From an optimization exercise on the open Yosys and OpenROAD flow, aimed at small area, a short achievable clock period and few clock cycles per item; shortcuts taken in it are not production practice.
Only simulation tests tie the RTL to the original design; equivalence was not proved.
Power is estimated from default activity; no workload was simulated.

<file path="flow/run.sh">
#!/bin/bash
# synth_recipe.tcl (not shown) runs the flow's synth.tcl, then flattens the netlist and writes it again
# the make line also repeats each setting of config.mk as NAME=value (left out here)
make -C /OpenROAD-flow-scripts/flow DESIGN_CONFIG=/design/flow/config.mk WORK_HOME=/design/flow/orfs CLKGATE_MAP_FILE= SYNTH_SCRIPT=/design/flow/synth_recipe.tcl finish
</file>
<file path="flow/config.mk">
export PLATFORM = sky130hd
export DESIGN_NAME = process_table_round_robin_scheduler
export DESIGN_NICKNAME = process_table_round_robin_scheduler
export VERILOG_FILES = /design/flow/design.v
export SDC_FILE = /design/flow/constraint.sdc
export NUM_CORES = 4
export LEC_CHECK = 0
export CAP_MARGIN = 20
export CORE_MARGIN = 2
export CORE_UTILIZATION = 40
export SLEW_MARGIN = 20
</file>
<file path="flow/constraint.sdc">
create_clock -name core_clock -period 10.0 [get_ports {clk}]
set_input_delay 2.0000 -clock core_clock [delete_from_list [all_inputs] [get_ports {clk}]]
set_output_delay 2.0000 -clock core_clock [all_outputs]
set_load 0.01 [all_outputs]
</file>
<file path="flow/design.v">
`default_nettype none
package prrs_pkg;
    localparam int PID_W                 = 8;
    localparam int PID_RANGE             = 1 << PID_W;
    localparam int TABLE_ENTRIES_DEFAULT = 256;
    localparam int GRP_W  = 16;
    localparam int GRP_N  = PID_RANGE / GRP_W;
    localparam int GRP_IW = $clog2(GRP_W);
    typedef enum logic [1:0] {
        OP_CREATE    = 2'd0,
        OP_TERMINATE = 2'd1,
        OP_SCHEDULE  = 2'd2
    } opcode_t;
    typedef enum logic [2:0] {
        PS_NEW        = 3'd0,
        PS_READY      = 3'd1,
        PS_RUNNING    = 3'd2,
        PS_WAITING    = 3'd3,
        PS_TERMINATED = 3'd4
    } pstate_t;
    typedef enum logic [1:0] {
        RS_DONE     = 2'd0,
        RS_NOCHANGE = 2'd1,
        RS_NONE     = 2'd2
    } status_t;
    typedef struct packed {
        logic [1:0]       opcode;
        logic [PID_W-1:0] pid;
    } req_t;
    typedef struct packed {
        logic [1:0]       status;
        logic [PID_W-1:0] pid_out;
        logic [2:0]       state_out;
    } rsp_t;
    function automatic logic [GRP_IW-1:0] lowest_set(input logic [GRP_W-1:0] v);
        logic [GRP_IW-1:0] r;
        r = '0;
        for (int i = GRP_W - 1; i >= 0; i--)
        begin
            if (v[i])
            begin
                r = GRP_IW'(i);
            end
        end
        lowest_set = r;
    endfunction
endpackage
`default_nettype wire
`default_nettype none
module prrs_pick (
    input  logic [prrs_pkg::PID_RANGE-1:0] rdy,
    input  logic [prrs_pkg::PID_W-1:0]     rr,
    input  logic                           running,
    output logic                           found,
    output logic [prrs_pkg::PID_W-1:0]     idx
);
    localparam int GW  = prrs_pkg::GRP_W;
    localparam int GN  = prrs_pkg::GRP_N;
    localparam int GIW = prrs_pkg::GRP_IW;
    logic [GN-1:0]  grp_any;
    logic [GIW-1:0] grp_enc [GN];
    logic [GIW-1:0] rh;
    logic [GIW-1:0] rl;
    logic [GW-1:0]  part;
    logic [GW-1:0]  part_hi;
    logic           part_hi_any;
    logic           part_lo_any;
    logic [GN-1:0]  above;
    logic           above_any;
    logic           below_any;
    logic [GIW-1:0] g_above;
    logic [GIW-1:0] g_all;
    logic           self_ok;
    assign rh = rr[prrs_pkg::PID_W-1:GIW];
    assign rl = rr[GIW-1:0];
    always_comb
    begin
        for (int g = 0; g < GN; g++)
        begin
            grp_any[g] = |rdy[g*GW +: GW];
            grp_enc[g] = prrs_pkg::lowest_set(rdy[g*GW +: GW]);
        end
        part = rdy[rh*GW +: GW];
        for (int j = 0; j < GW; j++)
        begin
            part_hi[j] = part[j] & (GIW'(j) > rl);
        end
        part_lo_any = 1'b0;
        for (int j = 0; j < GW; j++)
        begin
            part_lo_any = part_lo_any | (part[j] & (GIW'(j) < rl));
        end
        part_hi_any = |part_hi;
        for (int g = 0; g < GN; g++)
        begin
            above[g] = grp_any[g] & (GIW'(g) > rh);
        end
        below_any = 1'b0;
        for (int g = 0; g < GN; g++)
        begin
            below_any = below_any | (grp_any[g] & (GIW'(g) < rh));
        end
        above_any = |above;
        g_above   = prrs_pkg::lowest_set(above);
        g_all     = prrs_pkg::lowest_set(grp_any);
        self_ok   = part[rl] & !running;
        found = part_hi_any | above_any | part_lo_any | below_any | self_ok;
        if (part_hi_any)
            idx = {rh, prrs_pkg::lowest_set(part_hi)};
        else if (above_any)
            idx = {g_above, grp_enc[g_above]};
        else if (part_lo_any | below_any)
            idx = {g_all, grp_enc[g_all]};
        else
            idx = rr;
    end
endmodule
`default_nettype wire
`default_nettype none
module process_table_round_robin_scheduler #(
    parameter int TABLE_ENTRIES = prrs_pkg::TABLE_ENTRIES_DEFAULT
) (
    input  logic           clk,
    input  logic           rst_n,
    input  logic           req_valid,
    output logic           req_stall,
    input  prrs_pkg::req_t req,
    output logic           rsp_valid,
    input  logic           rsp_stall,
    output prrs_pkg::rsp_t rsp
);
    localparam int USED = (TABLE_ENTRIES < prrs_pkg::PID_RANGE) ? TABLE_ENTRIES : prrs_pkg::PID_RANGE;
    localparam int PW   = prrs_pkg::PID_W;
    logic                 in_valid_reg;
    prrs_pkg::req_t       in_reg;
    logic [USED-1:0]      rdy_reg;
    logic [USED-1:0]      term_reg;
    logic [PW-1:0]        rr_reg;
    logic                 running_reg;
    logic                 rsp_valid_reg;
    prrs_pkg::rsp_t       rsp_reg;
    prrs_pkg::rsp_t       sk0_reg;
    prrs_pkg::rsp_t       sk1_reg;
    logic [1:0]           cnt_reg;
    logic                 stall_reg;
    logic                 accept;
    logic                 in_range;
    logic                 is_create;
    logic                 is_term;
    logic                 is_sched;
    logic                 wr;
    logic                 term_old;
    logic [prrs_pkg::PID_RANGE-1:0] rdy_pad;
    logic                 found;
    logic [PW-1:0]        pick;
    prrs_pkg::rsp_t       ex_rsp;
    logic                 take;
    logic                 head_free;
    logic                 rsp_valid_next;
    logic [1:0]           cnt_next;
    function automatic prrs_pkg::rsp_t make_rsp(input prrs_pkg::status_t s, input logic [PW-1:0] p,
                                                input prrs_pkg::pstate_t st);
        make_rsp = {s, p, st};
    endfunction
    assign req_stall = stall_reg;
    assign accept    = req_valid && !stall_reg;
    assign in_range  = (32'(in_reg.pid) < TABLE_ENTRIES);
    assign is_create = in_valid_reg && (in_reg.opcode == prrs_pkg::OP_CREATE) && in_range;
    assign is_term   = in_valid_reg && (in_reg.opcode == prrs_pkg::OP_TERMINATE) && in_range;
    assign is_sched  = in_valid_reg && (in_reg.opcode == prrs_pkg::OP_SCHEDULE);
    assign wr        = is_create || is_term;
    assign term_old  = in_range ? term_reg[in_reg.pid[$clog2(USED)-1:0]] : 1'b0;
    assign rdy_pad   = prrs_pkg::PID_RANGE'(rdy_reg);
    prrs_pick u_pick (
        .rdy     (rdy_pad),
        .rr      (rr_reg),
        .running (running_reg),
        .found   (found),
        .idx     (pick)
    );
    always_comb
    begin
        case (in_reg.opcode)
            prrs_pkg::OP_CREATE:
                ex_rsp = in_range ? make_rsp(prrs_pkg::RS_DONE, in_reg.pid, prrs_pkg::PS_READY)
                                  : make_rsp(prrs_pkg::RS_NOCHANGE, in_reg.pid, prrs_pkg::PS_NEW);
            prrs_pkg::OP_TERMINATE:
                ex_rsp = !in_range ? make_rsp(prrs_pkg::RS_NOCHANGE, in_reg.pid, prrs_pkg::PS_NEW)
                       : term_old  ? make_rsp(prrs_pkg::RS_NOCHANGE, in_reg.pid, prrs_pkg::PS_TERMINATED)
                                   : make_rsp(prrs_pkg::RS_DONE, in_reg.pid, prrs_pkg::PS_TERMINATED);
            prrs_pkg::OP_SCHEDULE:
                ex_rsp = found ? make_rsp(prrs_pkg::RS_DONE, pick, prrs_pkg::PS_RUNNING)
                               : make_rsp(prrs_pkg::RS_NONE, '0, prrs_pkg::PS_NEW);
            default:
                ex_rsp = make_rsp(prrs_pkg::RS_NOCHANGE, '0, prrs_pkg::PS_NEW);
        endcase
    end
    always_ff @(posedge clk or negedge rst_n)
    begin
        if (!rst_n)
        begin
            rdy_reg     <= '0;
            term_reg    <= '0;
            rr_reg      <= '0;
            running_reg <= 1'b0;
        end
        else
        begin
            for (int i = 0; i < USED; i++)
            begin
                if (wr && (in_reg.pid == PW'(i)))
                begin
                    rdy_reg[i]  <= is_create;
                    term_reg[i] <= is_term;
                end
            end
            if (is_sched && found)
            begin
                rr_reg      <= pick;
                running_reg <= 1'b1;
            end
            else if (wr && (in_reg.pid == rr_reg))
            begin
                running_reg <= 1'b0;
            end
        end
    end
    always_ff @(posedge clk or negedge rst_n)
    begin
        if (!rst_n)
            in_valid_reg <= 1'b0;
        else
            in_valid_reg <= accept;
    end
    always_ff @(posedge clk)
    begin
        if (accept)
            in_reg <= req;
    end
    assign take      = rsp_valid_reg && !rsp_stall;
    assign head_free = !rsp_valid_reg || !rsp_stall;
    always_comb
    begin
        rsp_valid_next = rsp_valid_reg;
        cnt_next       = cnt_reg;
        if (head_free)
        begin
            if (cnt_reg != 2'd0)
            begin
                rsp_valid_next = 1'b1;
                cnt_next       = cnt_reg - 2'd1 + {1'b0, in_valid_reg};
            end
            else
            begin
                rsp_valid_next = in_valid_reg;
            end
        end
        else
        begin
            cnt_next = cnt_reg + {1'b0, in_valid_reg};
        end
    end
    always_ff @(posedge clk or negedge rst_n)
    begin
        if (!rst_n)
        begin
            rsp_valid_reg <= 1'b0;
            cnt_reg       <= 2'd0;
            stall_reg     <= 1'b0;
        end
        else
        begin
            rsp_valid_reg <= rsp_valid_next;
            cnt_reg       <= cnt_next;
            stall_reg     <= ({1'b0, rsp_valid_next} + cnt_next + {1'b0, accept}) >= 2'd3;
        end
    end
    always_ff @(posedge clk)
    begin
        if (head_free)
        begin
            if (cnt_reg != 2'd0)
            begin
                rsp_reg <= sk0_reg;
                if (cnt_reg == 2'd2)
                begin
                    sk0_reg <= sk1_reg;
                    sk1_reg <= ex_rsp;
                end
                else
                begin
                    sk0_reg <= ex_rsp;
                end
            end
            else
            begin
                rsp_reg <= ex_rsp;
            end
        end
        else if (in_valid_reg)
        begin
            if (cnt_reg == 2'd0)
                sk0_reg <= ex_rsp;
            else
                sk1_reg <= ex_rsp;
        end
    end
    assign rsp_valid = rsp_valid_reg;
    assign rsp       = rsp_reg;
endmodule
`default_nettype wire
</file>
==> reports/metrics.csv, run 1 <==
metric;value;unit
cell total after placement;4403;
routed len/inst;30.47;um
nets;3419;
Synth top area share;0.3987;
routed via count;30194;
distinct cell type count after synthesis;102;
H-Tree Depth;3;
main combinational cell family by area after synthesis;compound AO/OA/AOI/OAI gates;
die width;291.3;um
Synth Area in Adders;0.001364;
mux contribution to synthesized area;0.1401;
post-synth top area cell;dfrtp_1;
crit path max fanout;8;
worst rel slew slack;0.2208;
hold wc startpoint;term_reg[39];
Clock Tree Root;clkbuf_16;
RSZ-0062 raised after global routing;no;
commonest non-fill, non-tap cell in the layout;nand2_1;
number of global-route vias before repair;28704;
critical path arrival;5960;ps
Internal;5.646;mW
Post-DP HPWL;95750;um
number of flops mapped to enable cells by yosys;49;
drt drc;0;
Detail Route Antenna Nets;0;
Clock Latency Late Sink;610;ps
Period minus WS final;5605;ps
Sw Pwr;4.556;mW
Clk pwr share;0.243;
Top FF cell, synth;dfrtp_1;
Sw Ratio;0.4466;
# IOs;29;
Static Leak;15.87;nW
average cell area after synthesis;9.493;um^2
setup slack, reg-to-reg;4390;ps
Die Area;0.08485;mm^2
final setup vio count;0;
clock-pin slew on the worst setup and hold paths;60;ps
Synth Cell Area;0.03302;mm^2
reg-to-reg endpoint;sk0_reg[6];
VDD IR-drop max;0.1998;mV
Synth area leaders;dfrtp_1 (40%), mux4_2 (9.4%), nand2_1 (6.4%), edfxtp_1 (4.5%), o21ai_0 (3.7%);
CTS buffer count;67;
share of cells above drive strength 1;0.1405;
Post-Layout Inst Area;0.03658;mm^2
Crit Path Category;flip-flop to flip-flop;
total grt overflow;0;
post-synthesis compound-gate area fraction;0.1893;
crit end category;flip-flop;
drt first-iter violations;4514;
Clock Sinks;575;
final cell count without fillers;4517;
worst-case reg-to-reg path depth;12;
Core Area;0.08185;mm^2
CTS tree;done;
Die H;291.3;um
port bufs;28;
first drt pass iteration count;9;
vias per cell;6.685;
total design power;10.20;mW
Flop pwr share;0.295;
row count;105;
Critical Path RT;10350;ps
FMAX;178.4;MHz
crit share post-route;0.5605;
worst r2r src;rdy_reg[69];
run status;no timing/DRC/antenna violations;
hold path depth;2;
Hold WC Path Type;flip-flop to flip-flop;
cells after synthesis;3478;
first-pass GRT wire length;202300;um
Startpoint Class;flip-flop;
Max Slew Vio Count;0;
Mapped Nets;3495;
Synth Area in Simple Gates;0.1841;
Synth Register Bits;575;
most frequent cells in the layout;nand2_1 (562), dfrtp_1 (523), o21ai_0 (246), nor2_1 (229), a21oi_1 (207);
Post-CTS Setup Inserts;0;
RD Place Congestion;1.108;
total length of routed wires;137600;um
Setup Skew;23.84;ps
DP Area;0.03440;mm^2
pin count of the biggest net entering global routing;167;
Initial Util;0.4034;
Global Route Usage Sum;0.3218;
Hold Buf Count CTS;0;
Final Hold Violating Endpoints;0;
Area Growth Syn to Fin;10.79;%
Max-cap violations;0;
initial antenna violation count;1;
worst-case clock buffer depth;3;
combinational power share;0.462;
asr flop ratio synth;0.9148;
Ys Warns;3;
post-cts gate resize count;0;
cell area power density;278.9;mW/mm^2
setup_tns;0;ps
WHS;479.5;ps
WHS Endpoint;term_reg[39];
Filler cells;7777;
sequential share of the synthesized area;0.4432;
worst-margin pin slew;1169;ps
XOR/XNOR share of the synthesized area;0.002388;
-- cell usage after synthesis, types with 10 or more instances --
library cell	number
a2111oi_0	11
a211oi_1	32
a21boi_0	49
a21oi_1	207
a22oi_1	21
a31oi_1	135
and2_1	10
and4_1	11
buf_1	20
buf_2	22
clkbuf_1	202
dfrtp_1	526
edfxtp_1	49
inv_1	74
mux2_2	90
mux2i_1	47
mux4_2	138
nand2_1	564
nand2b_1	29
nand3_1	206
nand4_1	34
nor2_1	237
nor2b_1	19
nor3_1	60
nor4_1	60
nor4_2	15
o211ai_1	16
o21a_1	70
o21ai_0	247
o21bai_1	19
o22ai_1	15
o31ai_1	36
or4_1	15
-- power groups by stage --
stage | clock network (mW) | registers (mW) | logic (mW)
5_1_grt | 2.60 | 3.03 | 4.90
6_report | 2.48 | 3.01 | 4.72
4_1_cts | 2.50 | 2.99 | 4.54
3_3_place_gp | 0 | 3.03 | 4.57
2_1_floorplan | 0 | 2.86 | 3.01
3_5_place_dp | 0 | 3.03 | 4.52
-- worst max-delay path by stage --
| stage | from | to | slack [ps] |
|---|---|---|---|
| after floorplan | rsp_stall | sk1_reg[0] | 6040 |
| after global placement | rr_reg[4] | sk0_reg[5] | 4640 |
| after detailed placement | in_reg[0] | sk0_reg[11] | 4700 |
| after CTS | in_reg[0] | sk0_reg[11] | 4690 |
| after global routing | rr_reg[4] | sk0_reg[5] | 4370 |
| final | rdy_reg[69] | sk0_reg[6] | 4390 |
-- through the flow --
stage,utilization,setup slack (ps)
floorplan,-,6039
global placement,0.4197,4642
detailed placement,0.4203,4704
CTS,0.4468,4695
global route,0.4469,4375
finish,0.4469,4395
-- layout make-up --
type                    instances  area (um^2)  share of cell area
well taps                    1070         1339             0.03660
repair buffers                107        922.1             0.02521
clock buffers                  97         1972             0.05391
multi-input cells            2573        17210              0.4705
clock inverters                16        195.2            0.005336
flip-flops and latches        575        14640              0.4003
diodes                          1        2.502          0.00006842
inverters                      78        292.8            0.008005
-- cell families after synthesis --
group	Yosys count
compound gates	978
xor+xnor	9
fa+ha+maj	3
mux	278
flops	575
simple gates	1305
buf+inv	330
-- metal layers --
layer | share of wire | global-route usage
met1 | 0.41 | 0.4505
met2 | 0.43 | 0.4673
met3 | 0.11 | 0.07834
met4 | 0.055 | 0.1547
met5 | 0 | 0
-- critical path, cell delays in order (launching register included) --
cell and delay, ps:
dfrtp_1 460, nor4_1 890, nand4_1 470, nor4_2 760, o311ai_0 360, a32oi_1 310, o21ai_0 100, a2111oi_0 800
buf_4 240, nor4_2 50, nor4b_4 430, o32ai_2 160, mux2_2 310
Testbench counts, summed over its fixed seeds: cycles 24,016, items 24,000.
==> run 2, diff against run 1 <==
--- a/flow/design.v
+++ b/flow/design.v
@@ -46,2 +46,30 @@
     endfunction
+    function automatic logic [GRP_W-1:0] first_set(input logic [GRP_W-1:0] v);
+        logic [GRP_W-1:0] r;
+        logic             seen;
+        seen = 1'b0;
+        for (int i = 0; i < GRP_W; i++)
+        begin
+            r[i] = v[i] & !seen;
+            seen = seen | v[i];
+        end
+        first_set = r;
+    endfunction
+    function automatic logic [GRP_IW-1:0] onehot_idx(input logic [GRP_W-1:0] v);
+        logic [GRP_IW-1:0] r;
+        r = '0;
+        for (int i = 0; i < GRP_W; i++)
+        begin
+            r = r | (v[i] ? GRP_IW'(i) : GRP_IW'(0));
+        end
+        onehot_idx = r;
+    endfunction
+    function automatic logic [GRP_W-1:0] decode(input logic [GRP_IW-1:0] a);
+        logic [GRP_W-1:0] r;
+        for (int i = 0; i < GRP_W; i++)
+        begin
+            r[i] = (a == GRP_IW'(i));
+        end
+        decode = r;
+    endfunction
 endpackage
@@ -50,5 +78,12 @@
 module prrs_pick (
+    input  logic                           clk,
+    input  logic                           rst_n,
     input  logic [prrs_pkg::PID_RANGE-1:0] rdy,
+    input  logic [prrs_pkg::GRP_N-1:0]     grp_any,
     input  logic [prrs_pkg::PID_W-1:0]     rr,
     input  logic                           running,
+    input  logic                           take,      
+    input  logic                           wr,        
+    input  logic [prrs_pkg::PID_W-1:0]     wr_pid,
+    input  logic                           wr_rdy,    
     output logic                           found,
@@ -59,3 +94,3 @@
     localparam int GIW = prrs_pkg::GRP_IW;
-    logic [GN-1:0]  grp_any;
+    logic [GW-1:0]  rrg_reg;
     logic [GIW-1:0] grp_enc [GN];
@@ -63,12 +98,17 @@
     logic [GIW-1:0] rl;
-    logic [GW-1:0]  part;
-    logic [GW-1:0]  part_hi;
+    logic [GN-1:0]  rh_oh;
+    logic [GN-1:0]  rh_gt;
+    logic [GN-1:0]  rh_lt;
+    logic [GW-1:0]  rl_oh;
+    logic [GW-1:0]  rl_gt;
+    logic [GW-1:0]  rl_lt;
     logic           part_hi_any;
-    logic           part_lo_any;
+    logic           lo_any;
+    logic           self_ok;
     logic [GN-1:0]  above;
     logic           above_any;
-    logic           below_any;
-    logic [GIW-1:0] g_above;
-    logic [GIW-1:0] g_all;
-    logic           self_ok;
+    logic [GN-1:0]  tgt;
+    logic [GIW-1:0] enc_tgt;
+    logic [GW-1:0]  tbits;
+    logic           leave;
     assign rh = rr[prrs_pkg::PID_W-1:GIW];
@@ -77,38 +117,40 @@
     begin
+        rh_oh = prrs_pkg::decode(rh);
+        rl_oh = prrs_pkg::decode(rl);
         for (int g = 0; g < GN; g++)
         begin
-            grp_any[g] = |rdy[g*GW +: GW];
-            grp_enc[g] = prrs_pkg::lowest_set(rdy[g*GW +: GW]);
+            rh_gt[g] = (GIW'(g) > rh);
+            rh_lt[g] = (GIW'(g) < rh);
         end
-        part = rdy[rh*GW +: GW];
         for (int j = 0; j < GW; j++)
         begin
-            part_hi[j] = part[j] & (GIW'(j) > rl);
+            rl_gt[j] = (GIW'(j) > rl);
+            rl_lt[j] = (GIW'(j) < rl);
         end
-        part_lo_any = 1'b0;
-        for (int j = 0; j < GW; j++)
-        begin
-            part_lo_any = part_lo_any | (part[j] & (GIW'(j) < rl));
-        end
-        part_hi_any = |part_hi;
         for (int g = 0; g < GN; g++)
         begin
-            above[g] = grp_any[g] & (GIW'(g) > rh);
+            grp_enc[g] = prrs_pkg::onehot_idx(prrs_pkg::first_set(rdy[g*GW +: GW]));
         end
-        below_any = 1'b0;
+        part_hi_any = |(rrg_reg & rl_gt);
+        self_ok     = |(rrg_reg & rl_oh) & !running;
+        above     = grp_any & rh_gt;
+        above_any = |above;
+        lo_any    = |(rrg_reg & rl_lt) | |(grp_any & rh_lt);
+        if (above_any)
+            tgt = prrs_pkg::first_set(above);
+        else
+            tgt = prrs_pkg::first_set(grp_any);
+        enc_tgt = '0;
+        tbits   = '0;
         for (int g = 0; g < GN; g++)
         begin
-            below_any = below_any | (grp_any[g] & (GIW'(g) < rh));
+            enc_tgt = enc_tgt | (grp_enc[g] & {GIW{tgt[g]}});
+            tbits   = tbits | (rdy[g*GW +: GW] & {GW{tgt[g]}});
         end
-        above_any = |above;
-        g_above   = prrs_pkg::lowest_set(above);
-        g_all     = prrs_pkg::lowest_set(grp_any);
-        self_ok   = part[rl] & !running;
-        found = part_hi_any | above_any | part_lo_any | below_any | self_ok;
+        found = part_hi_any | above_any | lo_any | self_ok;
+        leave = !part_hi_any && (above_any || lo_any);
         if (part_hi_any)
-            idx = {rh, prrs_pkg::lowest_set(part_hi)};
-        else if (above_any)
-            idx = {g_above, grp_enc[g_above]};
-        else if (part_lo_any | below_any)
-            idx = {g_all, grp_enc[g_all]};
+            idx = {rh, prrs_pkg::onehot_idx(prrs_pkg::first_set(rrg_reg & rl_gt))};
+        else if (above_any || lo_any)
+            idx = {prrs_pkg::onehot_idx(tgt), enc_tgt};
         else
@@ -116,2 +158,17 @@
     end
+    always_ff @(posedge clk or negedge rst_n)
+    begin
+        if (!rst_n)
+        begin
+            rrg_reg <= '0;
+        end
+        else if (take && leave)
+        begin
+            rrg_reg <= tbits;
+        end
+        else if (wr && (wr_pid[prrs_pkg::PID_W-1:GIW] == rh))
+        begin
+            rrg_reg[wr_pid[GIW-1:0]] <= wr_rdy;
+        end
+    end
 endmodule
@@ -133,2 +190,5 @@
     localparam int PW   = prrs_pkg::PID_W;
+    localparam int GW   = prrs_pkg::GRP_W;
+    localparam int GN   = prrs_pkg::GRP_N;
+    localparam int GIW  = prrs_pkg::GRP_IW;
     logic                 in_valid_reg;
@@ -137,2 +197,6 @@
     logic [USED-1:0]      term_reg;
+    logic [USED-1:0]      rdy_d;
+    logic [USED-1:0]      term_d;
+    logic [prrs_pkg::PID_RANGE-1:0] rdy_d_pad;
+    logic [GN-1:0]        grp_any_reg;
     logic [PW-1:0]        rr_reg;
@@ -147,6 +211,7 @@
     logic                 in_range;
-    logic                 is_create;
-    logic                 is_term;
+    logic                 exec;
     logic                 is_sched;
     logic                 wr;
+    logic [GN-1:0]        grp_oh;
+    logic [GW-1:0]        ent_oh;
     logic                 term_old;
@@ -156,3 +221,2 @@
     prrs_pkg::rsp_t       ex_rsp;
-    logic                 take;
     logic                 head_free;
@@ -166,13 +230,36 @@
     assign accept    = req_valid && !stall_reg;
+    assign exec      = in_valid_reg;
     assign in_range  = (32'(in_reg.pid) < TABLE_ENTRIES);
-    assign is_create = in_valid_reg && (in_reg.opcode == prrs_pkg::OP_CREATE) && in_range;
-    assign is_term   = in_valid_reg && (in_reg.opcode == prrs_pkg::OP_TERMINATE) && in_range;
-    assign is_sched  = in_valid_reg && (in_reg.opcode == prrs_pkg::OP_SCHEDULE);
-    assign wr        = is_create || is_term;
-    assign term_old  = in_range ? term_reg[in_reg.pid[$clog2(USED)-1:0]] : 1'b0;
+    assign is_sched  = exec && (in_reg.opcode == prrs_pkg::OP_SCHEDULE);
+    assign wr        = exec && !in_reg.opcode[1] && in_range;
+    assign grp_oh    = prrs_pkg::decode(in_reg.pid[PW-1:GIW]) & {GN{wr}};
+    assign ent_oh    = prrs_pkg::decode(in_reg.pid[GIW-1:0]);
     assign rdy_pad   = prrs_pkg::PID_RANGE'(rdy_reg);
+    always_comb
+    begin
+        logic [GN-1:0] grp_hit;
+        for (int g = 0; g < GN; g++)
+        begin
+            grp_hit[g] = 1'b0;
+            for (int j = 0; j < GW; j++)
+            begin
+                if (g * GW + j < USED)
+                begin
+                    grp_hit[g] = grp_hit[g] | (ent_oh[j] & term_reg[g * GW + j]);
+                end
+            end
+        end
+        term_old = |(grp_hit & prrs_pkg::decode(in_reg.pid[PW-1:GIW])) && in_range;
+    end
     prrs_pick u_pick (
+        .clk     (clk),
+        .rst_n   (rst_n),
         .rdy     (rdy_pad),
+        .grp_any (grp_any_reg),
         .rr      (rr_reg),
         .running (running_reg),
+        .take    (is_sched && found),
+        .wr      (wr),
+        .wr_pid  (in_reg.pid),
+        .wr_rdy  (!in_reg.opcode[0]),
         .found   (found),
@@ -197,2 +284,16 @@
     end
+    always_comb
+    begin
+        rdy_d  = rdy_reg;
+        term_d = term_reg;
+        for (int i = 0; i < USED; i++)
+        begin
+            if (grp_oh[i / GW] && ent_oh[i % GW])
+            begin
+                rdy_d[i]  = !in_reg.opcode[0];
+                term_d[i] = in_reg.opcode[0];
+            end
+        end
+    end
+    assign rdy_d_pad = prrs_pkg::PID_RANGE'(rdy_d);
     always_ff @(posedge clk or negedge rst_n)
@@ -203,2 +304,3 @@
             term_reg    <= '0;
+            grp_any_reg <= '0;
             rr_reg      <= '0;
@@ -208,9 +310,7 @@
         begin
-            for (int i = 0; i < USED; i++)
+            rdy_reg  <= rdy_d;
+            term_reg <= term_d;
+            for (int g = 0; g < GN; g++)
             begin
-                if (wr && (in_reg.pid == PW'(i)))
-                begin
-                    rdy_reg[i]  <= is_create;
-                    term_reg[i] <= is_term;
-                end
+                grp_any_reg[g] <= |rdy_d_pad[g*GW +: GW];
             end
@@ -236,6 +336,4 @@
     begin
-        if (accept)
-            in_reg <= req;
+        in_reg <= req;
     end
-    assign take      = rsp_valid_reg && !rsp_stall;
     assign head_free = !rsp_valid_reg || !rsp_stall;
==> flow/flow/run.sh (new file) <==
#!/bin/bash
set -euo pipefail
bash standard.sh SETUP_SLACK_MARGIN=6.2 finish > standard_flow.log 2>&1
==> flow/standard.sh (new file) <==
#!/bin/bash
# synth_recipe.tcl (not shown) runs the flow's synth.tcl, then flattens the netlist and writes it again
# the make line also repeats each setting of config.mk as NAME=value (left out here)
make -C /OpenROAD-flow-scripts/flow DESIGN_CONFIG=/design/flow/config.mk WORK_HOME=/design/flow/orfs CLKGATE_MAP_FILE= SYNTH_SCRIPT=/design/flow/synth_recipe.tcl "${@:-finish}"
--- a/flow/config.mk
+++ b/flow/config.mk
@@ -10,2 +10,5 @@
 export CORE_UTILIZATION = 40
+export CTS_CLUSTER_DIAMETER = 60
+export CTS_CLUSTER_SIZE = 20
 export SLEW_MARGIN = 20
+export TNS_END_PERCENT = 20
removed: flow/run.sh
==> reports/metrics.csv, run 2 <==
metric;value;unit;change
run status;no timing/DRC/antenna violations;;
Worst Setup EP;sk0_reg[11];;
cell area power density;201.5;mW/mm^2;-28%
Setup Skew;50.05;ps;+26.21 ps
crit path max fanout;45;;+37
final setup vio count;0;;unchanged
Die Area;0.08303;mm^2;-2.2%
Crit Path Category;flip-flop to flip-flop;;
hold path depth;1;;-1
FMAX;258.5;MHz;+45%
Period minus WS final;3869;ps;-1737 ps
Synth Register Bits;607;;+5.6%
sequential share of the synthesized area;0.4748;;+0.03157
number of flops mapped to enable cells by yosys;39;;-20%
post-synth top area cell;dfrtp_1;;
worst r2r src;in_reg[0];;
routed len/inst;29.35;um;-3.7%
worst rel slew slack;0.2343;;+0.01350
die width;288.1;um;-1.1%
H-Tree Depth;2;;-1
Synth top area share;0.4324;;+0.03368
Clock Tree Root;clkbuf_16;;
number of diodes;0;;-1
Max-cap violations;0;;unchanged
Critical Path RT;10390;ps;+40 ps
total length of routed wires;129900;um;-5.6%
first-pass GRT wire length;188500;um;-6.8%
worst-margin pin slew;1134;ps;-34.65 ps
Hold WC Path Type;flip-flop to flip-flop;;
Top FF cell, synth;dfrtp_1;;
setup_tns;0;ps;unchanged
register area;0.01538;mm^2;+5.0%
crit share post-route;0.3869;;-0.1737
reg-to-reg endpoint;sk0_reg[11];;
number of global-route vias before repair;26932;;-6.2%
Area Growth Syn to Fin;11.01;%;
Commonest cells post-synth;dfrtp_1 (558), nand2_1 (471), o21ai_0 (294), mux2_2 (270), nor2_1 (254);;
average cell area after synthesis;9.530;um^2;+0.39%
first drt pass iteration count;9;;unchanged
Static Leak;14.91;nW;-6.1%
row count;104;;-0.95%
Detail Route Antenna Nets;0;;unchanged
setup slack, reg-to-reg;6130;ps;+1740 ps
Synth area leaders;dfrtp_1 (43%), mux2_2 (9.4%), nand2_1 (5.5%), o21ai_0 (4.6%), edfxtp_1 (3.6%);;
Final Hold Violating Endpoints;0;;unchanged
Filler cells;7646;;-1.7%
vias per cell;6.596;;-1.3%
final cell count without fillers;4425;;-2.0%
distinct cell type count after synthesis;97;;-4.9%
Startpoint Class;flip-flop;;
nets;3346;;-2.1%
RD Place Congestion;1.038;;-6.4%
cells after synthesis;3389;;-2.6%
critical path arrival;4260;ps;-1700 ps
worst-case clock buffer depth;3;;unchanged
Initial Util;0.4023;;-0.001122
drt drc;0;;unchanged
Setup Slack @ Placement;5221;ps;+517.7 ps
initial antenna violation count;2;;+1
RSZ-0062 raised after global routing;yes;;
Core Area;0.08029;mm^2;-1.9%
CTS buffer count;49;;-27%
clock-pin slew on the worst setup and hold paths;90;ps;+30 ps
Max Slew Vio Count;0;;unchanged
share of cells above drive strength 1;0.1652;;+0.02478
cell total after placement;4300;;-2.3%
port bufs;28;;unchanged
Mapped Nets;3411;;-2.4%
CTS tree;done;;
total grt overflow;0;;unchanged
crit end category;flip-flop;;
Ys Warns;3;;unchanged
most frequent cell after synthesis;dfrtp_1;;
commonest non-fill, non-tap cell in the layout;dfrtp_1;;
Synth Cell Area;0.03230;mm^2;-2.2%
Post-DP HPWL;93080;um;-2.8%
worst-case reg-to-reg path depth;13;;+1
Die H;288.1;um;-1.1%
Worst Setup SP;in_reg[0];;
drt first-iter violations;4506;;-0.18%
# IOs;29;;unchanged
routed via count;29186;;-3.3%
most frequent cells in the layout;dfrtp_1 (548), nand2_1 (467), o21ai_0 (293), mux2_2 (270), nor2_1 (243);;
Global Route Usage Sum;0.3068;;-0.01499
VDD IR-drop max;0.1174;mV;-41%
asr flop ratio synth;0.9193;;+0.004493
area of the multi-input gates;0.01601;mm^2;-7.0%
pin count of the biggest net entering global routing;259;;+55%
Clock Latency Late Sink;650;ps;+40 ps
Finished Core Util;0.4466;;about the same
setup ws final;6131;ps;+1737 ps
Clock Sinks;607;;+5.6%
run 2: changes by cell type after synthesis, sizes merged, moves of 49 or more:
cell    delta
o31ai     +61
a31oi    -111
nand3    -126
a222oi    +51
a21oi    -101
mux2     +177
o21a      -59
a221oi    +49
nand2     -94
o21ai     +56
a22oi     +71
mux4     -133
run 2: logic make-up (layout without fill, tap and decap cells):
family / count (synthesis) / count (layout) / share of synthesized area
AOI/OAI and AO/OA: 953 / 954 / 0.2016
and+or+nand+nor: 1197 / 1198 / 0.1733
DFF: 607 / 607 / 0.4748
buffers and inverters: 314 / 288 / 0.03882
adders and majority gates: 9 / 9 / 0.003642
muxes: 300 / 300 / 0.1054
xor gates and xnor gates: 9 / 9 / 0.002441
run 2: layout make-up:
class	instances	area share
repair buffers	121	0.03012
clock inverters	35	0.01274
inverters	74	0.007957
well taps	1060	0.03699
repair inverters	1	0.0001396
flip-flops and latches	607	0.4290
multi-input cells	2470	0.4466
clock buffers	57	0.03647
run 2: metrics by stage:
stage	instance area [um^2]	power, mW	hold slack (ps)
3_3_place_gp	33480	4.811	481.0
6_report	35850	7.224	500.1
5_1_grt	35850	7.489	519.1
3_5_place_dp	33510	4.819	488.4
4_1_cts	35500	7.048	507.5
2_1_floorplan	32300	4.132	471.2
run 2: where the power goes:
group | leakage (nW) | total [mW] | internal, mW | switching [mW]
combinational | 5.90 | 1.98 | 0.730 | 1.25
clock | 0.857 | 2.17 | 1.10 | 1.07
sequential | 8.15 | 3.07 | 2.72 | 0.348
total | 14.9 | 7.22 | 4.55 | 2.67
run 2: worst max-delay path, stage by stage (launching register included):
cell      delay, ps
dfxtp_4         430
inv_1           130
ha_2            200
clkbuf_8        300
and2_1          340
buf_4           290
a32o_1          250
a221oi_1        280
nand4_1         190
a221oi_1        310
nand3_1         140
a311o_1         320
o21ai_4         280
o21ai_1         110
run 2: timing repair:
action	in CTS	in global routing
cloned	0	3
pin swaps	5	11
gates resized for setup	57	34
hold buffers	0	0
endpoints found under the setup margin	78	134
setup buffers	4	26
run 2: worst min-delay path by stage:
stage	slack, ps	end	from
global route	520	term_reg[44]	term_reg[44]
floorplan	470	running_reg	running_reg
global placement	480	term_reg[5]	term_reg[5]
finish	500	in_valid_reg	stall_reg
CTS	510	term_reg[21]	term_reg[21]
detailed placement	490	term_reg[21]	term_reg[21]
run 2: per-layer routing:
| metal | up-vias | global-route usage | wire length, um |
|---|---|---|---|
| met5 | - | 0 | 15 |
| met1 | 14543 | 0.4337 | 53760 |
| li1 | 12603 | - | - |
| met4 | 2 | 0.1503 | 7357 |
| met3 | 334 | 0.06169 | 13540 |
| met2 | 1704 | 0.4493 | 55200 |
Testbench counts of run 2, summed over its fixed seeds: cycles 24,016, items 24,000.
==> run 3, diff against run 2 <==
==> flow/run.sh (new file) <==
#!/bin/bash
# synth_recipe.tcl (not shown) runs the flow's synth.tcl, then flattens the netlist and writes it again
# the make line also repeats each setting of config.mk as NAME=value (left out here)
make -C /OpenROAD-flow-scripts/flow DESIGN_CONFIG=/design/flow/config.mk WORK_HOME=/design/flow/orfs CLKGATE_MAP_FILE= SYNTH_SCRIPT=/design/flow/synth_recipe.tcl finish
--- a/flow/config.mk
+++ b/flow/config.mk
@@ -12,2 +12,3 @@
 export CTS_CLUSTER_SIZE = 20
+export SETUP_SLACK_MARGIN = 5
 export SLEW_MARGIN = 20
removed: flow/flow/run.sh
removed: flow/standard.sh
==> reports/metrics.csv, run 3 <==
metric;value;unit;change
run status;no timing/DRC/antenna violations;;
Synth area leaders;dfrtp_1 (43%), mux2_2 (9.4%), nand2_1 (5.5%), o21ai_0 (4.6%), edfxtp_1 (3.6%);;
setup_tns;0;ps;unchanged
number of global-route vias before repair;27027;;+0.35%
worst-case reg-to-reg path depth;12;;-1
asr flop ratio synth;0.9193;;unchanged
nets;3318;;-0.84%
RD Place Congestion;1.053;;+1.4%
Clock Latency Late Sink;660;ps;about the same
Synth Register Bits;607;;unchanged
cell area power density;197.8;mW/mm^2;-1.8%
Clock Sinks;607;;unchanged
final setup vio count;0;;unchanged
clock-pin slew on the worst setup and hold paths;80;ps;about the same
crit share post-route;0.4768;;+0.08991
Post-CTS Setup Inserts;0;;-4
worst r2r src;in_reg[0];;
total design power;6.981;mW;-3.4%
total grt overflow;0;;unchanged
routed via count;28754;;-1.5%
initial antenna violation count;3;;+1
CTS tree;done;;
Area Growth Syn to Fin;9.271;%;
total length of routed wires;129300;um;-0.43%
setup ws final;5232;ps;-899.1 ps
Post-DP HPWL;94030;um;+1.0%
Worst Setup SP;in_reg[0];;
Static Leak;14.71;nW;-1.3%
Core Area;0.08029;mm^2;unchanged
most frequent cell after synthesis;dfrtp_1;;
Mapped Nets;3411;;unchanged
area of the multi-input gates;0.01576;mm^2;-1.6%
Die Area;0.08303;mm^2;unchanged
Clock Tree Root;clkbuf_16;;
VDD IR-drop max;0.1506;mV;+28%
Max-cap violations;0;;unchanged
Global Route Usage Sum;0.3091;;+0.002276
crit end category;flip-flop;;
Post-Layout Inst Area;0.03529;mm^2;-1.6%
pin count of the biggest net entering global routing;145;;-44%
setup slack, reg-to-reg;5230;ps;-900 ps
drt drc;0;;unchanged
Critical Path RT;10390;ps;about the same
sequential share of the synthesized area;0.4748;;unchanged
worst-case clock buffer depth;3;;unchanged
routed len/inst;29.42;um;+0.23%
first-pass GRT wire length;189600;um;+0.57%
Filler cells;7675;;+0.38%
commonest non-fill, non-tap cell in the layout;dfrtp_1;;
most frequent cells in the layout;dfrtp_1 (558), nand2_1 (471), o21ai_0 (294), mux2_2 (270), nor2_1 (250);;
distinct cell type count after synthesis;97;;unchanged
average cell area after synthesis;9.530;um^2;unchanged
Synth top area share;0.4324;;unchanged
Period minus WS final;4768;ps;+899.1 ps
Top FF cell, synth;dfrtp_1;;
crit path max fanout;45;;unchanged
# IOs;29;;unchanged
Setup Skew;45.50;ps;-4.555 ps
post-cts gate resize count;0;;-100%
first drt pass iteration count;12;;+3
worst-margin pin slew;1284;ps;+149.7 ps
Hold Buf Count CTS;0;;unchanged
worst rel slew slack;0.1328;;-0.1014
post-synth top area cell;dfrtp_1;;
Commonest cells post-synth;dfrtp_1 (558), nand2_1 (471), o21ai_0 (294), mux2_2 (270), nor2_1 (254);;
FMAX;209.7;MHz;-19%
CTS buffer count;49;;unchanged
H-Tree Depth;2;;unchanged
Hold WC Path Type;flip-flop to flip-flop;;
vias per cell;6.541;;-0.83%
Setup Slack @ Placement;5338;ps;+116.3 ps
DP Area;0.03352;mm^2;about the same
Crit Path Category;flip-flop to flip-flop;;
Detail Route Antenna Nets;0;;unchanged
Synth Cell Area;0.03230;mm^2;unchanged
die width;288.1;um;unchanged
Die H;288.1;um;unchanged
Max Slew Vio Count;0;;unchanged
cells after synthesis;3389;;unchanged
share of cells above drive strength 1;0.1422;;-0.02306
drt first-iter violations;4644;;+3.1%
Worst Setup EP;sk0_reg[11];;
critical path arrival;5160;ps;+900 ps
Ys Warns;3;;unchanged
Final Hold Violating Endpoints;0;;unchanged
number of flops mapped to enable cells by yosys;39;;unchanged
RSZ-0062 raised after global routing;no;;
reg-to-reg endpoint;sk0_reg[11];;
register area;0.01534;mm^2;-0.26%
Startpoint Class;flip-flop;;
row count;104;;unchanged
Initial Util;0.4023;;unchanged
port bufs;28;;unchanged
[run 3: kinds of logic (layout without fill, tap and decap cells)]
group,Yosys count,after routing,synth area share
multiplexers,300,300,0.1054
buffers and inverters,314,259,0.03882
adder cells (fa/ha/maj),9,9,0.003642
AND/OR/NAND/NOR,1197,1197,0.1733
XOR/XNOR,9,9,0.002441
other,0,2,0
AO/OA/AOI/OAI,953,953,0.2016
flip-flops,607,607,0.4748
[run 3: layout make-up]
cell class              instances  share of cell area
clock inverters                33             0.01326
flip-flops and latches        607              0.4347
repair buffers                 96             0.02326
well taps                    1060             0.03758
inverters                      74            0.007871
diodes                          2           0.0001418
clock buffers                  56             0.03662
multi-input cells            2468              0.4466
[run 3: metrics by stage]
| step | cells | hold WS [ps] | utilization |
|---|---|---|---|
| after floorplan | 3389 | 471.2 | - |
| after global placement | 4305 | 484.7 | 0.4176 |
| after detailed placement | 4305 | 466.9 | 0.4176 |
| after CTS | 4394 | 487.3 | 0.4395 |
| after global routing | 4394 | 509.3 | 0.4395 |
| final | 4396 | 472.5 | 0.4395 |
[run 3: worst max-delay path, cell delays in order, from the launching register on]
cell and delay (ps):
dfxtp_1 610, inv_1 200, ha_2 230, buf_4 290, and3_1 720, a22oi_1 350
nand2_1 80, a2111oi_0 600, a211oi_1 170, nor2_1 330, a211oi_1 140, o21ai_1 560
o21ai_1 140
[run 3: power by group]
group	switching [mW]	leakage, nW	total [mW]	internal (mW)
registers	0.370	8.16	3.08	2.71
clock network	1.07	0.850	2.17	1.09
logic	1.12	5.70	1.73	0.610
total	2.57	14.7	6.98	4.42
[run 3: worst min-delay path by stage]
stage	startpoint	end	slack (ps)	depth (start not counted)
finish	stall_reg	in_valid_reg	470	1
global route	stall_reg	in_valid_reg	510	1
CTS	stall_reg	in_valid_reg	490	1
detailed placement	stall_reg	in_valid_reg	470	1
global placement	term_reg[1]	term_reg[1]	480	1
floorplan	running_reg	running_reg	470	2
[run 3: per-layer routing]
metal | global-route usage | wire length, um
met4 | 0.1465 | 6775
met2 | 0.4492 | 54760
met5 | 0 | 22
met3 | 0.06564 | 12900
met1 | 0.4394 | 54860
==> run 4, diff against run 3 <==
==> flow/flow/run.sh (new file) <==
#!/bin/bash
set -euo pipefail
bash standard.sh SETUP_SLACK_MARGIN=6.5 finish > standard_flow.log 2>&1
==> flow/standard.sh (new file) <==
#!/bin/bash
# synth_recipe.tcl (not shown) runs the flow's synth.tcl, then flattens the netlist and writes it again
# the make line also repeats each setting of config.mk as NAME=value (left out here)
make -C /OpenROAD-flow-scripts/flow DESIGN_CONFIG=/design/flow/config.mk WORK_HOME=/design/flow/orfs CLKGATE_MAP_FILE= SYNTH_SCRIPT=/design/flow/synth_recipe.tcl "${@:-finish}"
--- a/flow/config.mk
+++ b/flow/config.mk
@@ -12,3 +12,2 @@
 export CTS_CLUSTER_SIZE = 20
-export SETUP_SLACK_MARGIN = 5
 export SLEW_MARGIN = 20
removed: flow/run.sh
==> reports/metrics.csv, run 4 <==
metric;value;unit;change
Sw Pwr;2.791;mW;+8.8%
FMAX;274.5;MHz;+31%
H-Tree Depth;2;;unchanged
sequential share of the synthesized area;0.4748;;unchanged
crit share post-route;0.3643;;-0.1125
Mapped Nets;3411;;unchanged
RD Place Congestion;1.050;;-0.23%
most frequent cells in the layout;dfrtp_1 (547), nand2_1 (463), o21ai_0 (293), mux2_2 (269), nor2_1 (248);;
Synth top area share;0.4324;;unchanged
combinational power share;0.295;;+0.047
Synth Cell Area;0.03230;mm^2;unchanged
critical path arrival;4060;ps;-1100 ps
worst-case clock buffer depth;3;;unchanged
CTS buffer count;51;;+4.1%
Filler cells;7605;;-0.91%
commonest non-fill, non-tap cell in the layout;dfrtp_1;;
worst rel slew slack;0.2146;;+0.08181
Clock Sinks;607;;unchanged
routed len/inst;30.40;um;+3.3%
row count;104;;unchanged
Die Area;0.08303;mm^2;unchanged
drt first-iter violations;4821;;+3.8%
die width;288.1;um;unchanged
Period minus WS final;3643;ps;-1125 ps
Post-Layout Inst Area;0.03659;mm^2;+3.7%
drt drc;0;;unchanged
Final Hold Violating Endpoints;0;;unchanged
Commonest cells post-synth;dfrtp_1 (558), nand2_1 (471), o21ai_0 (294), mux2_2 (270), nor2_1 (254);;
Clock Tree Root;clkbuf_16;;
Post-DP HPWL;95110;um;+1.1%
Synth area leaders;dfrtp_1 (43%), mux2_2 (9.4%), nand2_1 (5.5%), o21ai_0 (4.6%), edfxtp_1 (3.6%);;
Detail Route Antenna Nets;0;;unchanged
Static Leak;15.27;nW;+3.8%
# IOs;29;;unchanged
most frequent cell after synthesis;dfrtp_1;;
first drt pass iteration count;10;;-2
nets;3389;;+2.1%
Area Growth Syn to Fin;13.30;%;
RSZ-0062 raised after global routing;yes;;
routed via count;29431;;+2.4%
CTS tree;done;;
Max Slew Vio Count;0;;unchanged
DP Area;0.03353;mm^2;about the same
Worst Setup SP;rr_reg[5];;
total length of routed wires;135900;um;+5.1%
clock-pin slew on the worst setup and hold paths;80;ps;about the same
Crit Path Category;flip-flop to flip-flop;;
Synth Register Bits;607;;unchanged
hold wc startpoint;stall_reg;;
Critical Path RT;10420;ps;+30 ps
number of flops mapped to enable cells by yosys;39;;unchanged
Sw Ratio;0.3730;;+0.005580
average cell area after synthesis;9.530;um^2;unchanged
worst r2r src;rr_reg[5];;
Max-cap violations;0;;unchanged
Top FF cell, synth;dfrtp_1;;
Clock Latency Late Sink;660;ps;about the same
Setup Skew;69.88;ps;+24.38 ps
Die H;288.1;um;unchanged
post-synth top area cell;dfrtp_1;;
Global Route Usage Sum;0.3235;;+0.01438
distinct cell type count after synthesis;97;;unchanged
Ys Warns;3;;unchanged
Internal;4.690;mW;+6.2%
Startpoint Class;flip-flop;;
total grt overflow;0;;unchanged
vias per cell;6.583;;+0.64%
Hold WC Path Type;flip-flop to flip-flop;;
initial antenna violation count;3;;unchanged
run status;no timing/DRC/antenna violations;;
asr flop ratio synth;0.9193;;unchanged
worst-margin pin slew;1178;ps;-105.9 ps
cell area power density;204.5;mW/mm^2;+3.4%
port bufs;28;;unchanged
VDD IR-drop max;0.1426;mV;-5.3%
pin count of the biggest net entering global routing;168;;+16%
Initial Util;0.4023;;unchanged
final setup vio count;0;;unchanged
first-pass GRT wire length;196900;um;+3.8%
share of cells above drive strength 1;0.1813;;+0.03911
crit end category;flip-flop;;
Flop pwr share;0.406;;-0.036
Hold Buf Count CTS;0;;unchanged
setup_tns;0;ps;unchanged
crit path max fanout;22;;-51%
Clk pwr share;0.299;;-0.011
number of global-route vias before repair;27631;;+2.2%
cells after synthesis;3389;;unchanged
Core Area;0.08029;mm^2;unchanged
run 4: final timing paths:
check	to	depth (start not counted)	slack, ps
setup / recovery	sk0_reg[6]	11	6360
hold / removal	in_valid_reg	1	460
setup reg to reg	sk0_reg[6]	11	6360
hold reg to reg	in_valid_reg	1	460
max in group asynchronous	grp_any_reg[1]	2	7190
min in group asynchronous	rdy_reg[31]	1	1360
run 4: per-layer routing:
| metal | share of wire | vias up | track usage |
|---|---|---|---|
| met3 | 0.11 | 364 | 0.07054 |
| met2 | 0.43 | 1910 | 0.4760 |
| li1 | - | 12669 | - |
| met1 | 0.41 | 14488 | 0.4542 |
| met5 | 0 | - | 0 |
| met4 | 0.058 | 0 | 0.1522 |
run 4: metrics by stage:
step                      power (mW)  cells  worst slack (ps)  utilization  hold WS [ps]
final                          7.481   4471              6357       0.4558         461.4
after global routing           7.748   4469              6327       0.4557         495.3
after CTS                      7.308   4451              6368       0.4522         471.0
after detailed placement       4.836   4305              5405       0.4176         461.2
after global placement         4.840   4305              5488       0.4176         462.2
after floorplan                4.136   3389              6520            -         471.2
run 4: cells by family (layout without fill, tap and decap cells):
family                     Yosys count  count (layout)  share of synthesized area
xor gates and xnor gates             9               9                   0.002441
buffers and inverters              314             332                    0.03882
other                                0               2                          0
and+or+nand+nor                   1197            1198                     0.1733
AOI/OAI and AO/OA                  953             954                     0.2016
DFF                                607             607                     0.4748
muxes                              300             300                     0.1054
adders and majority gates            9               9                   0.003642
run 4: layout make-up:
class                      instances  area (um^2)  area share
sequential                       607        15370      0.4202
clock inverter                    39        553.0     0.01511
antenna                            2        5.005   0.0001368
multi-input combinational       2470        16240      0.4437
clock buffer                      56         1295     0.03539
timing repair buffer             163         1518     0.04148
inverter                          74        282.8    0.007728
tap                             1060         1326     0.03625
run 4: power groups by stage:
stage               Clock (mW)  Combinational, mW  Sequential [mW]
finish                    2.24               2.20             3.04
global route              2.36               2.34             3.05
global placement             0               1.73             3.11
detailed placement           0               1.73             3.10
CTS                       2.26               2.02             3.03
floorplan                    0               1.23             2.90
run 4: worst max-delay path, cell delays in order, from the launching register on:
cell and delay, ps:
dfrtp_4 520, buf_4 180, o21a_1 190, o311a_4 370
buf_4 200, o21a_1 120, buf_6 180, a22oi_2 420
nand4_1 270, o211ai_1 430, o22ai_2 190, mux2_2 300
run 4: timing repair:
item                       CTS  global route
setup endpoints to repair   91            77
cloned                       5             1
resized for setup          111            35
pin swaps                   22             9
setup buffers               46            17
==> run 5, diff against run 4 <==
==> flow/flow/run.sh (replaced) <==
#!/bin/bash
set -euo pipefail
bash standard.sh SETUP_SLACK_MARGIN=6.8 "BUFFER_PORTS_ARGS=-buffer_cell sky130_fd_sc_hd__buf_4" finish > standard_flow.log 2>&1
==> reports/metrics.csv, run 5 <==
metric;value;unit;change
Clk pwr share;0.301;;+0.002
Max stage delay on crit path;570;ps;+50 ps
Startpoint Class;flip-flop;;
VDD IR-drop max;0.1485;mV;+4.2%
worst-case clock buffer depth;3;;unchanged
Global Route Usage Sum;0.3326;;+0.009111
port bufs;28;;unchanged
Static Leak;15.76;nW;+3.2%
vias per cell;6.699;;+1.8%
Critical Path RT;10500;ps;+80 ps
setup ws final;6442;ps;+85.05 ps
Setup Slack @ Placement;5295;ps;-110.2 ps
H-Tree Depth;2;;unchanged
Clock Latency Late Sink;650;ps;about the same
crit path buf inv count;1;;-2
reg-to-reg endpoint;u_pick.rrg_reg[10];;
Synth top area share;0.4324;;unchanged
Setup Skew;33.00;ps;-36.88 ps
initial antenna violation count;6;;+3
Final Hold Violating Endpoints;0;;unchanged
combinational power share;0.298;;+0.003
most frequent cell after synthesis;dfrtp_1;;
total length of routed wires;140600;um;+3.4%
Ys Warns;3;;unchanged
# IOs;29;;unchanged
Commonest cells post-synth;dfrtp_1 (558), nand2_1 (471), o21ai_0 (294), mux2_2 (270), nor2_1 (254);;
worst rel slew slack;0.1836;;-0.03106
CTS tree;done;;
Synth Register Bits;607;;unchanged
Area Growth Syn to Fin;16.15;%;
average cell area after synthesis;9.530;um^2;unchanged
die width;288.1;um;unchanged
final cell count without fillers;4518;;+1.1%
Worst Setup EP;u_pick.rrg_reg[10];;
sequential share of the synthesized area;0.4748;;unchanged
most frequent cells in the layout;dfrtp_1 (542), nand2_1 (465), o21ai_0 (289), mux2_2 (266), nor2_1 (245);;
Hold WC Path Type;flip-flop to flip-flop;;
Top FF cell, synth;dfrtp_1;;
drt first-iter violations;4926;;+2.2%
Mapped Nets;3411;;unchanged
Stages on worst setup path;11;;unchanged
top cell family by delay on the critical path;compound AO/OA/AOI/OAI gates;;
run status;no timing/DRC/antenna violations;;
Sw Pwr;2.829;mW;+1.4%
clock-pin slew on the worst setup and hold paths;70;ps;about the same
row count;104;;unchanged
crit share post-route;0.3558;;-0.008505
Period minus WS final;3558;ps;-85.05 ps
crit path max fanout;20;;-9.1%
share of cells above drive strength 1;0.2159;;+0.03457
worst r2r src;rr_reg[5];;
crit end category;flip-flop;;
Die Area;0.08303;mm^2;unchanged
CTS buffer count;54;;+5.9%
asr flop ratio synth;0.9193;;unchanged
Die H;288.1;um;unchanged
Synth Cell Area;0.03230;mm^2;unchanged
setup_tns;0;ps;unchanged
Sw Ratio;0.3713;;-0.001793
Flop pwr share;0.401;;-0.005
RSZ-0062 raised after global routing;yes;;
Hold Buf Count CTS;0;;unchanged
total design power;7.620;mW;+1.8%
cells after synthesis;3389;;unchanged
FMAX;281.1;MHz;+2.4%
Synth area leaders;dfrtp_1 (43%), mux2_2 (9.4%), nand2_1 (5.5%), o21ai_0 (4.6%), edfxtp_1 (3.6%);;
pin count of the biggest net entering global routing;170;;+1.2%
worst-margin pin slew;1209;ps;+31.24 ps
Post-DP HPWL;96810;um;+1.8%
routed via count;30266;;+2.8%
commonest non-fill, non-tap cell in the layout;dfrtp_1;;
worst-path cell chain;or4b_4 > o21a_1 > nand2b_1 > o32ai_2 > and3_1 > buf_12 > a22o_1 > a221o_1 > a221oi_1 > and4_1 > a31oi_1;;
Worst Setup SP;rr_reg[5];;
Initial Util;0.4023;;unchanged
Internal;4.791;mW;+2.1%
nets;3432;;+1.3%
critical path arrival;4060;ps;about the same
first drt pass iteration count;14;;+4
cell total after placement;4307;;+0.046%
drt drc;0;;unchanged
WHS;471.3;ps;+9.896 ps
cell area power density;203.1;mW/mm^2;-0.65%
number of flops mapped to enable cells by yosys;39;;unchanged
Max-cap violations;0;;unchanged
slowest CP cell;or4b_4;;
distinct cell type count after synthesis;97;;unchanged
post-synth top area cell;dfrtp_1;;
number of global-route vias before repair;28062;;+1.6%
worst-case reg-to-reg path depth;11;;unchanged
Crit Path Category;flip-flop to flip-flop;;
Clock Tree Root;clkbuf_16;;
routed len/inst;31.12;um;+2.4%
first-pass GRT wire length;201500;um;+2.4%
total grt overflow;0;;unchanged
Max Slew Vio Count;0;;unchanged
Core Area;0.08029;mm^2;unchanged
setup slack, reg-to-reg;6440;ps;+90 ps
final setup vio count;0;;unchanged
Detail Route Antenna Nets;0;;unchanged
RD Place Congestion;1.051;;about the same
Clock Sinks;607;;unchanged
## run 5: worst min-delay path by stage
stage	startpoint	to	slack [ps]	cells after the start
after floorplan	running_reg	running_reg	470	2
after global placement	stall_reg	in_valid_reg	480	1
after detailed placement	stall_reg	in_valid_reg	470	1
after CTS	stall_reg	in_valid_reg	480	1
after global routing	stall_reg	in_valid_reg	510	1
final	stall_reg	in_valid_reg	470	1
## run 5: power by group through the flow
stage	clock (mW)	sequential, mW	combinational (mW)
CTS	2.31	3.04	2.08
detailed placement	0	3.12	1.69
floorplan	0	2.90	1.24
global placement	0	3.12	1.69
global route	2.40	3.07	2.38
finish	2.29	3.06	2.27
## run 5: kinds of logic (layout without fill, tap and decap cells)
logic type | after synthesis | after routing | share of synthesized area
flops | 607 | 607 | 0.4748
other cells | 0 | 2 | 0
buf+inv | 314 | 378 | 0.03882
compound gates | 953 | 954 | 0.2016
mux | 300 | 300 | 0.1054
xor+xnor | 9 | 9 | 0.002441
simple gates | 1197 | 1199 | 0.1733
fa+ha+maj | 9 | 9 | 0.003642
## run 5: cell type report
type / instances / area [um^2]
Fill cell: 7472 / 42780
Multi-Input combinational cell: 2471 / 16470
Sequential cell: 607 / 15390
Timing Repair Buffer: 202 / 2102
Clock buffer: 63 / 1458
Tap cell: 1060 / 1326
Clock inverter: 39 / 460.4
Inverter: 74 / 297.8
Antenna cell: 2 / 5.005
## run 5: repair_timing
action,4_1_cts,5_1_grt
pin swaps,45,20
cloned,12,0
buffers inserted,78,17
gates resized for setup,214,36
setup endpoints to repair,139,73
## run 5: stage by stage
stage,utilization,instance area [um^2]
2_1_floorplan,-,32330
3_3_place_gp,0.4173,33500
3_5_place_dp,0.4177,33540
4_1_cts,0.4635,37210
5_1_grt,0.4671,37510
6_report,0.4672,37510
## run 5: per-layer routing
layer,GRT usage,up-vias,wire length [um]
met3,0.09226,545,17070
met4,0.2009,8,11010
met1,0.4487,14799,55010
met2,0.4741,2143,57400
met5,0.007955,-,109
li1,-,12771,-
==> run 6, diff against run 5 <==
--- a/flow/config.mk
+++ b/flow/config.mk
@@ -7,2 +7,3 @@
 export LEC_CHECK = 0
+export ABC_AREA = 1
 export CAP_MARGIN = 20
==> reports/metrics.csv, run 6 <==
metric;value;unit;change
run status;no timing/DRC/antenna violations;;
Top FF cell, synth;dfrtp_1;;
Commonest cells post-synth;nand2_1 (1,256), dfrtp_1 (558), o21ai_0 (527), inv_1 (428), nor2_1 (385);;
Max Slew Vio Count;0;;unchanged
number of global-route vias before repair;29295;;+4.4%
Initial Util;0.4058;;+0.003510
total grt overflow;0;;unchanged
Synth area leaders;dfrtp_1 (43%), nand2_1 (14%), o21ai_0 (8.0%), inv_1 (4.9%), nor2_1 (4.4%);;
Startpoint Class;flip-flop;;
average cell area after synthesis;7.571;um^2;-21%
# IOs;29;;unchanged
critical path arrival;3760;ps;-300 ps
pin count of the biggest net entering global routing;176;;+3.5%
Period minus WS final;3345;ps;-212.8 ps
routed via count;31935;;+5.5%
VDD IR-drop max;0.1572;mV;+5.8%
cells after synthesis;4331;;+28%
slowest CP cell;dfrtp_2;;
Synth Register Bits;607;;unchanged
Ys Warns;3;;unchanged
crit end category;flip-flop;;
setup slack, reg-to-reg;6660;ps;+210 ps
RSZ-0062 raised after global routing;yes;;
cell area power density;210.3;mW/mm^2;+3.5%
vias per cell;5.803;;-13%
clock-pin slew on the worst setup and hold paths;80;ps;about the same
die width;290.3;um;+0.75%
drt drc;0;;unchanged
crit path max fanout;17;;-15%
setup_tns;0;ps;unchanged
CTS buffer count;55;;+1.9%
Finished Core Util;0.4666;;-0.0005630
Die Area;0.08428;mm^2;+1.5%
crit path buf inv count;2;;+1
H-Tree Depth;2;;unchanged
sequential share of the synthesized area;0.4677;;-0.007139
Global Route Usage Sum;0.3036;;-0.02900
worst-path cell chain;nand2_4 > inv_2 > nand2_1 > nand2_2 > nand2_2 > nor2_2 > nand3_2 > nor2_4 > nand2_2 > nand2_4 > inv_6 > o21ai_0 > nand4_1 > nor2_1 > nand2_2 > nand3_1 > nand2_1 > nand2_1 > nand2_1;;
first-pass GRT wire length;193100;um;-4.2%
port bufs;28;;unchanged
Clock Latency Late Sink;660;ps;about the same
routed len/inst;23.74;um;-24%
worst rel slew slack;0.3364;;+0.1528
most frequent cells in the layout;nand2_1 (1,227), dfrtp_1 (548), o21ai_0 (519), inv_1 (415), nor2_1 (357);;
Hold WC Path Type;flip-flop to flip-flop;;
Final Hold Violating Endpoints;0;;unchanged
Max stage delay on crit path;500;ps;-70 ps
asr flop ratio synth;0.9193;;unchanged
number of flops mapped to enable cells by yosys;39;;unchanged
worst-case clock buffer depth;3;;unchanged
Setup Skew;23.60;ps;-9.400 ps
Clock Sinks;607;;unchanged
Post-DP HPWL;94560;um;-2.3%
Hold Buf Count CTS;0;;unchanged
final cell count without fillers;5503;;+22%
distinct cell type count after synthesis;62;;-36%
Static Leak;16.45;nW;+4.4%
Max-cap violations;0;;unchanged
top cell family by delay on the critical path;simple AND/OR/NAND/NOR gates;;
Area Growth Syn to Fin;15.00;%;
Critical Path RT;10420;ps;-80 ps
Clock Tree Root;clkbuf_16;;
Synth top area share;0.4259;;-0.006500
Die H;290.3;um;+0.75%
Detail Route Antenna Nets;0;;unchanged
first drt pass iteration count;6;;-8
share of cells above drive strength 1;0.1162;;-0.09969
row count;104;;unchanged
drt first-iter violations;4093;;-17%
FMAX;299.0;MHz;+6.4%
commonest non-fill, non-tap cell in the layout;nand2_1;;
nets;4417;;+29%
Filler cells;7981;;+6.8%
Synth Cell Area;0.03279;mm^2;+1.5%
cell total after placement;5310;;+23%
crit share post-route;0.3345;;-0.02128
Crit Path Category;flip-flop to flip-flop;;
post-synth top area cell;dfrtp_1;;
initial antenna violation count;3;;-3
RD Place Congestion;1.064;;+1.3%
Mapped Nets;4353;;+28%
CTS tree;done;;
Core Area;0.08081;mm^2;+0.65%
total length of routed wires;130600;um;-7.1%
final setup vio count;0;;unchanged
worst-margin pin slew;992.1;ps;-217.2 ps
most frequent cell after synthesis;nand2_1;;
WHS;466.6;ps;-4.677 ps
==> run 6: what timing repair did <==
item / in CTS / in global routing
setup buffers: 45 / 39
gates resized for setup: 172 / 64
gates cloned: 2 / 1
endpoints found under the setup margin: 147 / 143
pin swaps: 26 / 22
==> run 6: per-stage QoR <==
step,total power [mW],cell area (um^2),setup WS [ps]
2_1_floorplan,4.262,32800,6607
3_3_place_gp,4.955,33990,4983
3_5_place_dp,4.965,34020,5408
4_1_cts,7.608,37100,6605
5_1_grt,8.257,37710,6531
6_report,7.929,37710,6655
==> run 6: path summary, 6_finish.rpt <==
check | from | to | depth (start not counted)
hold reg to reg | stall_reg | in_valid_reg | 1
setup / recovery | rr_reg[6] | rsp_reg[5] | 19
setup reg to reg | rr_reg[6] | rsp_reg[5] | 19
min in group asynchronous | rst_n | term_reg[143] | 1
hold / removal | stall_reg | in_valid_reg | 1
max in group asynchronous | rst_n | term_reg[201] | 3
==> run 6: logic make-up (layout without fill, tap and decap cells) <==
logic type      count (synthesis)  after routing  share of synthesized area
compound gates                940            940                     0.1655
simple gates                 2130           2131                     0.2752
other cells                     0              1                          0
buf+inv                       605            715                    0.07479
flops                         607            607                     0.4677
fa+ha+maj                       8              8                   0.003282
mux                            33             33                    0.01133
xor+xnor                        8              8                   0.002137
==> run 6: layout make-up <==
| type | instances | area, um^2 | share of cell area |
|---|---|---|---|
| clock inverters | 44 | 585.6 | 0.01553 |
| clock buffers | 60 | 1448 | 0.03839 |
| repair buffers | 158 | 1419 | 0.03763 |
| repair inverters | 1 | 5.005 | 0.0001327 |
| multi-input cells | 3120 | 15790 | 0.4187 |
| diodes | 1 | 2.502 | 0.00006636 |
| flip-flops and latches | 607 | 15360 | 0.4075 |
| inverters | 452 | 1770 | 0.04695 |
| well taps | 1060 | 1326 | 0.03517 |
==> run 6: layer usage <==
layer  up-vias  share of wire  GRT usage
met5         -              0          0
met4         0          0.056     0.1383
met3       333          0.099    0.05392
met2      1715           0.42     0.4455
met1     15138           0.43     0.4358
li1      14749              -          -
==> run 6: power by group <==
part / switching [mW] / leakage, nW / internal [mW] / total, mW
Combinational: 1.73 / 7.31 / 0.855 / 2.58
Clock: 1.17 / 0.979 / 1.23 / 2.40
Sequential: 0.229 / 8.16 / 2.71 / 2.94

==> afterwards: timing with drivers on the ports <==
In the flow no input, the clock included, has a driving cell. The finished layouts below were timed again as built, in two steps. Step 1: set_driving_cell puts a clkbuf_16 on clk and a buf_2 on each other input, an assumption about the parent block. Step 2 times the ports against the registers' clock, not the clock port: input delays grow and output delays shrink by t, the midpoint of the rising clock arrivals with the driver on. Slacks: no drivers / after step 1 / after step 2; pairs: no drivers / after step 1.
| run | shift t [ns] | slack for setup (ns) | hold WS [ns] |
|---|---|---|---|
| run 1 | 0.671 | 4.395 / 4.395 / 4.395 | 0.479 / 0.479 / 0.479 |
| run 2 | 0.689 | 6.131 / 6.131 / 5.723 | 0.500 / 0.500 / 0.500 |
| run 3 | 0.699 | 5.232 / 5.232 / 5.232 | 0.472 / 0.472 / 0.472 |
| run 4 | 0.691 | 6.357 / 6.356 / 5.860 | 0.461 / 0.461 / 0.461 |
| run 5 | 0.704 | 6.442 / 6.442 / 6.368 | 0.471 / 0.471 / 0.471 |
| run 6 | 0.717 | 6.655 / 6.655 / 6.317 | 0.467 / 0.467 / 0.467 |
After both steps setup and hold are still met in every run listed. The setup slack of run 4, which loses most, moves by -0.001 ns with the drivers and by -0.497 ns with both steps. The worst setup slack also covers recovery checks on asynchronous resets.
